From an optimization exercise on the open Yosys and OpenROAD flow, aimed at small area; shortcuts taken in it are not production practice.
The RTL was checked by simulation tests, not by an equivalence proof against the original design.
Power figures rest on the tool's default switching activity, not on a simulated workload.

## writeback_regfile
module writeback_regfile #(
  parameter int DATA_W   = cpu_pkg::DATA_W,
  parameter int NREGS    = cpu_pkg::NREGS,
  parameter int LINK_REG = cpu_pkg::LINK_REG
) (
  input  logic              clk,
  input  logic              reset_n,
  input  logic              wb_reg_write,
  input  logic              wb_mem_to_reg,
  input  logic [DATA_W-1:0] wb_data,
  input  logic [DATA_W-1:0] wb_result,
  input  cpu_pkg::reg_addr_t         wb_reg_address,
  input  logic              wb_jump_reg,
  input  logic              wb_link,
  input  logic              wb_link_to_rd,
  input  logic [DATA_W-1:0] wb_pc_plus8,
  input  cpu_pkg::reg_addr_t         rd_addr_a,
  input  cpu_pkg::reg_addr_t         rd_addr_b,
  output logic [DATA_W-1:0] rd_data_a,
  output logic [DATA_W-1:0] rd_data_b,
  input  cpu_pkg::reg_addr_t         dbg_addr,
  output logic [DATA_W-1:0] dbg_data,
  output cpu_pkg::reg_addr_t         dbg_last_dest,
  output logic [31:0]       commit_count
);
  logic [DATA_W-1:0] wr_value;
  cpu_pkg::reg_addr_t         wr_dest;
  logic              wr_en;
  logic              bypass_en;
  wb_select #(
    .DATA_W   (DATA_W),
    .LINK_REG (LINK_REG)
  ) u_wb_select (
    .wb_reg_write   (wb_reg_write),
    .wb_mem_to_reg  (wb_mem_to_reg),
    .wb_data        (wb_data),
    .wb_result      (wb_result),
    .wb_reg_address (wb_reg_address),
    .wb_jump_reg    (wb_jump_reg),
    .wb_link        (wb_link),
    .wb_link_to_rd  (wb_link_to_rd),
    .wb_pc_plus8    (wb_pc_plus8),
    .wr_value       (wr_value),
    .wr_dest        (wr_dest),
    .wr_en          (wr_en)
  );
  assign bypass_en = reset_n & wr_en;
  logic [DATA_W-1:0] term [32];
  logic [NREGS-1:1]  valid;
  logic [NREGS-1:1]  wr_sel;
  ...
For scale: ~3100 cells after synthesis, roughly 1100 flip-flops, roughly 260 I/O pins, about 0.047 sq mm of cells after synthesis.
==> flow/config.mk <==
export PLATFORM = sky130hd
export DESIGN_NAME = writeback_regfile
export DESIGN_NICKNAME = writeback_regfile
export VERILOG_FILES = /design/flow/design.v
export SDC_FILE = /design/flow/constraint.sdc
export NUM_CORES = 4
export LEC_CHECK = 0
export CAP_MARGIN = 5
export CELL_PAD_IN_SITES_DETAIL_PLACEMENT = 1
export CELL_PAD_IN_SITES_GLOBAL_PLACEMENT = 1
export CORE_MARGIN = 2
export CORE_UTILIZATION = 35
export GPL_TIMING_DRIVEN = 0
export SETUP_SLACK_MARGIN = 0.2
export SLEW_MARGIN = 5
export SYNTH_HIERARCHICAL = 1
export SYNTH_MINIMUM_KEEP_SIZE = 0
==> flow/constraint.sdc <==
create_clock -name core_clock -period 7.5 [get_ports {clk}]
set_input_delay 1.5000 -clock core_clock [delete_from_list [all_inputs] [get_ports {clk}]]
set_output_delay 1.5000 -clock core_clock [all_outputs]
set_load 0.01 [all_outputs]
standard.sh (not shown) runs the stock make flow with config.mk's settings and CLKGATE_MAP_FILE= SYNTH_SCRIPT=/design/flow/synth_recipe.tcl, a recipe that flattens the netlist after the stock synthesis.
==> flow/flow/run.sh <==
#!/bin/bash
# The standard layout, with two changes: ports are buffered with a small buffer instead of the
# resizer's default choice (a delay cell), and clock tree synthesis uses clkbuf_16 buffers over sink clusters of up to 28 and
# inserts no dummy loads. The make output goes to make.log; each ORFS step keeps its own log
# under orfs/logs/.
set -euo pipefail
export BUFFER_PORTS_ARGS="-buffer_cell sky130_fd_sc_hd__buf_1"
export CTS_ARGS="-sink_clustering_enable -repair_clock_nets -dont_use_dummy_load -sink_clustering_size 28 -sink_clustering_max_diameter 100 -buf_list {sky130_fd_sc_hd__clkbuf_16}"
bash standard.sh > make.log 2>&1
Then changed:
- GPL_TIMING_DRIVEN: 0 -> not set
What happened: The new run passed the timing, DRC and antenna checks. Sequential share of layout area increases by 1.9 points. Final cell count stays flat. Cell area falls by 3.2%.
Then changed:
==> flow/flow/run.sh (replaced) <==
#!/bin/bash
# The standard layout, with two changes: ports are buffered with a small buffer instead of the
# resizer's default choice (a delay cell), and clock tree synthesis uses clkbuf_16 buffers over sink clusters of up to 25 and
# inserts no dummy loads. The make output goes to make.log; each ORFS step keeps its own log
# under orfs/logs/.
set -euo pipefail
export BUFFER_PORTS_ARGS="-buffer_cell sky130_fd_sc_hd__buf_1"
export CTS_ARGS="-sink_clustering_enable -repair_clock_nets -dont_use_dummy_load -sink_clustering_size 25 -sink_clustering_max_diameter 100 -buf_list {sky130_fd_sc_hd__clkbuf_16}"
bash standard.sh > make.log 2>&1
- CORE_UTILIZATION: 35 -> 42
After rerunning: The new run went through all stages and came out clean. Power increases by 1.3%. Final cell count decreases by 5.1%. Global-route usage increases by 8.7 points. Setup slack is worse by 0.015 ns. Die area decreases by 16%.
Then changed:
- CORE_UTILIZATION: 42 -> 35
What happened: The changed run completed without violations. Count of clock-buffer cells in the layout decreases by 1. Sequential cell count stays the same. Combinational power shrinks by about 3%. Cell area increases by 0.42%. Clock skew rose by 0.0040 ns. Global-route usage fell by 8.8 points. Sequential power is about the same. Total power came out lower by 0.60%.


Starting RTL as in the previous note.
Settings: LEC_CHECK=0, CAP_MARGIN=5, CELL_PAD_IN_SITES_DETAIL_PLACEMENT=1, CELL_PAD_IN_SITES_GLOBAL_PLACEMENT=1, CORE_MARGIN=2, CORE_UTILIZATION=35, SETUP_SLACK_MARGIN=0.2, SLEW_MARGIN=5, SYNTH_HIERARCHICAL=1, SYNTH_MINIMUM_KEEP_SIZE=0; clock period 7.5 ns.
==> flow/flow/run.sh <==
#!/bin/bash
# The standard layout, with two changes: ports are buffered with a small buffer instead of the
# resizer's default choice (a delay cell), and clock tree synthesis uses clkbuf_8 buffers over small sink clusters and
# inserts no dummy loads. The make output goes to make.log; each ORFS step keeps its own log
# under orfs/logs/.
set -euo pipefail
export BUFFER_PORTS_ARGS="-buffer_cell sky130_fd_sc_hd__buf_1"
export CTS_ARGS="-sink_clustering_enable -repair_clock_nets -dont_use_dummy_load -sink_clustering_size 11 -sink_clustering_max_diameter 40 -buf_list {sky130_fd_sc_hd__clkbuf_8}"
bash standard.sh > make.log 2>&1
The baseline finished clean.
Then changed:
==> flow/flow/run.sh (replaced) <==
#!/bin/bash
# The standard layout, with two changes: ports are buffered with a small buffer instead of the
# resizer's default choice (a delay cell), and clock tree synthesis uses clkbuf_16 buffers over sink clusters of up to 25 and
# inserts no dummy loads. The make output goes to make.log; each ORFS step keeps its own log
# under orfs/logs/.
set -euo pipefail
export BUFFER_PORTS_ARGS="-buffer_cell sky130_fd_sc_hd__buf_1"
export CTS_ARGS="-sink_clustering_enable -repair_clock_nets -dont_use_dummy_load -sink_clustering_size 25 -sink_clustering_max_diameter 100 -buf_list {sky130_fd_sc_hd__clkbuf_16}"
bash standard.sh > make.log 2>&1
--- a/flow/config.mk
+++ b/flow/config.mk
@@ -12,2 +12,3 @@
 export CORE_UTILIZATION = 35
+export PLACE_DENSITY = 0.8
 export SETUP_SLACK_MARGIN = 0.2
Final cell count is lower by a few percent.
Routed wire length is lower by a few percent.
Total power is lower by a little under a tenth.
Non-clock buffer count is lower by 40.
Critical path depth is lower by 1.
Then changed:
==> flow/flow/run.sh (replaced) <==
#!/bin/bash
# The standard layout, with two changes: ports are buffered with a small buffer instead of the
# resizer's default choice (a delay cell), and clock tree synthesis uses clkbuf_16 buffers over sink clusters of up to 28 and
# inserts no dummy loads. The make output goes to make.log; each ORFS step keeps its own log
# under orfs/logs/.
set -euo pipefail
export BUFFER_PORTS_ARGS="-buffer_cell sky130_fd_sc_hd__buf_1"
export CTS_ARGS="-sink_clustering_enable -repair_clock_nets -dont_use_dummy_load -sink_clustering_size 28 -sink_clustering_max_diameter 100 -buf_list {sky130_fd_sc_hd__clkbuf_16}"
bash standard.sh > make.log 2>&1
=>
- The new run produced a clean layout
- final cell count barely changes
- cell area stays flat
- total power went down by about 1.3%
- critical path depth came out higher by 2
- clock power shrinks by about 4%
- wire length decreases by 0.61%
Then changed:
==> flow/flow/run.sh (replaced) <==
#!/bin/bash
# The standard layout, with two changes: ports are buffered with a small buffer instead of the
# resizer's default choice (a delay cell), and clock tree synthesis uses clkbuf_8 buffers over small sink clusters and
# inserts no dummy loads. The make output goes to make.log; each ORFS step keeps its own log
# under orfs/logs/.
set -euo pipefail
export BUFFER_PORTS_ARGS="-buffer_cell sky130_fd_sc_hd__buf_1"
export CTS_ARGS="-sink_clustering_enable -repair_clock_nets -dont_use_dummy_load -sink_clustering_size 11 -sink_clustering_max_diameter 40 -buf_list {sky130_fd_sc_hd__clkbuf_8}"
bash standard.sh > make.log 2>&1
--- a/flow/config.mk
+++ b/flow/config.mk
@@ -7,3 +7,3 @@
 export LEC_CHECK = 0
-export CAP_MARGIN = 5
+export CAP_MARGIN = 10
 export CELL_PAD_IN_SITES_DETAIL_PLACEMENT = 1
@@ -12,5 +12,3 @@
 export CORE_UTILIZATION = 35
-export PLACE_DENSITY = 0.8
-export SETUP_SLACK_MARGIN = 0.2
-export SLEW_MARGIN = 5
+export SLEW_MARGIN = 10
 export SYNTH_HIERARCHICAL = 1
The new run completed with no timing, DRC or antenna violations; maximum frequency drops by a few percent; via count drops slightly; worst setup slack degrades by 190 ps; routed wire length climbs by roughly a tenth; cell area climbs by a few percent; area after synthesis is unchanged; power climbs by roughly a tenth; hold slack degrades by 10 ps; clock power climbs by well over a third; non-clock buffer count climbs by 52.

==> separate check: timing with driven ports <==
No port has a modelled driver above. Below, the same layouts with a new extraction and two added sets of constraints. Step 1 assumes that a clkbuf_16 drives the clock port and a buf_2 every other input. Step 2 adds t to the input delays and takes it off the output delays; t is the mean of the earliest and latest rising clock arrival at the registers after step 1. Input paths then give back, and output paths get back, about the clock's delay inside the block. Three values: ideal ports, drivers, drivers and shift; two values: the first two.
run | t (ns) | setup slack, ns | worst hold slack (ns) | worst setup path after step 2 | worst slew at a driven data input, ns
the first run of note 1 | 0.746 | 0.210 / 0.166 / 0.166 | 0.497 / 0.497 / 0.497 | input to output | 0.15
the second run of note 1 | 0.741 | 0.372 / 0.344 / 0.344 | 0.497 / 0.497 / 0.497 | input to output | 0.15
the third run of note 1 | 0.780 | 0.357 / 0.334 / 0.334 | 0.503 / 0.503 / 0.503 | input to output | 0.04
the fourth run of note 1 | 0.754 | 0.187 / 0.159 / 0.159 | 0.496 / 0.496 / 0.496 | input to output | 0.13
the first run of note 2 | 0.946 | 0.413 / 0.386 / 0.386 | 0.494 / 0.494 / 0.494 | input to output | 0.13
the second run of note 2 | 0.724 | 0.315 / 0.288 / 0.288 | 0.503 / 0.503 / 0.503 | input to output | 0.14
the third run of note 2 | 0.723 | 0.300 / 0.276 / 0.276 | 0.508 / 0.508 / 0.508 | input to output | 0.15
the fourth run of note 2 | 0.939 | 0.110 / 0.081 / 0.081 | 0.498 / 0.498 / 0.498 | input to output | 0.13
After both steps setup and hold are still met in every run listed. The setup slack of the first run of note 1, which loses most, moves by -0.044 ns with the drivers and by -0.044 ns with both steps.
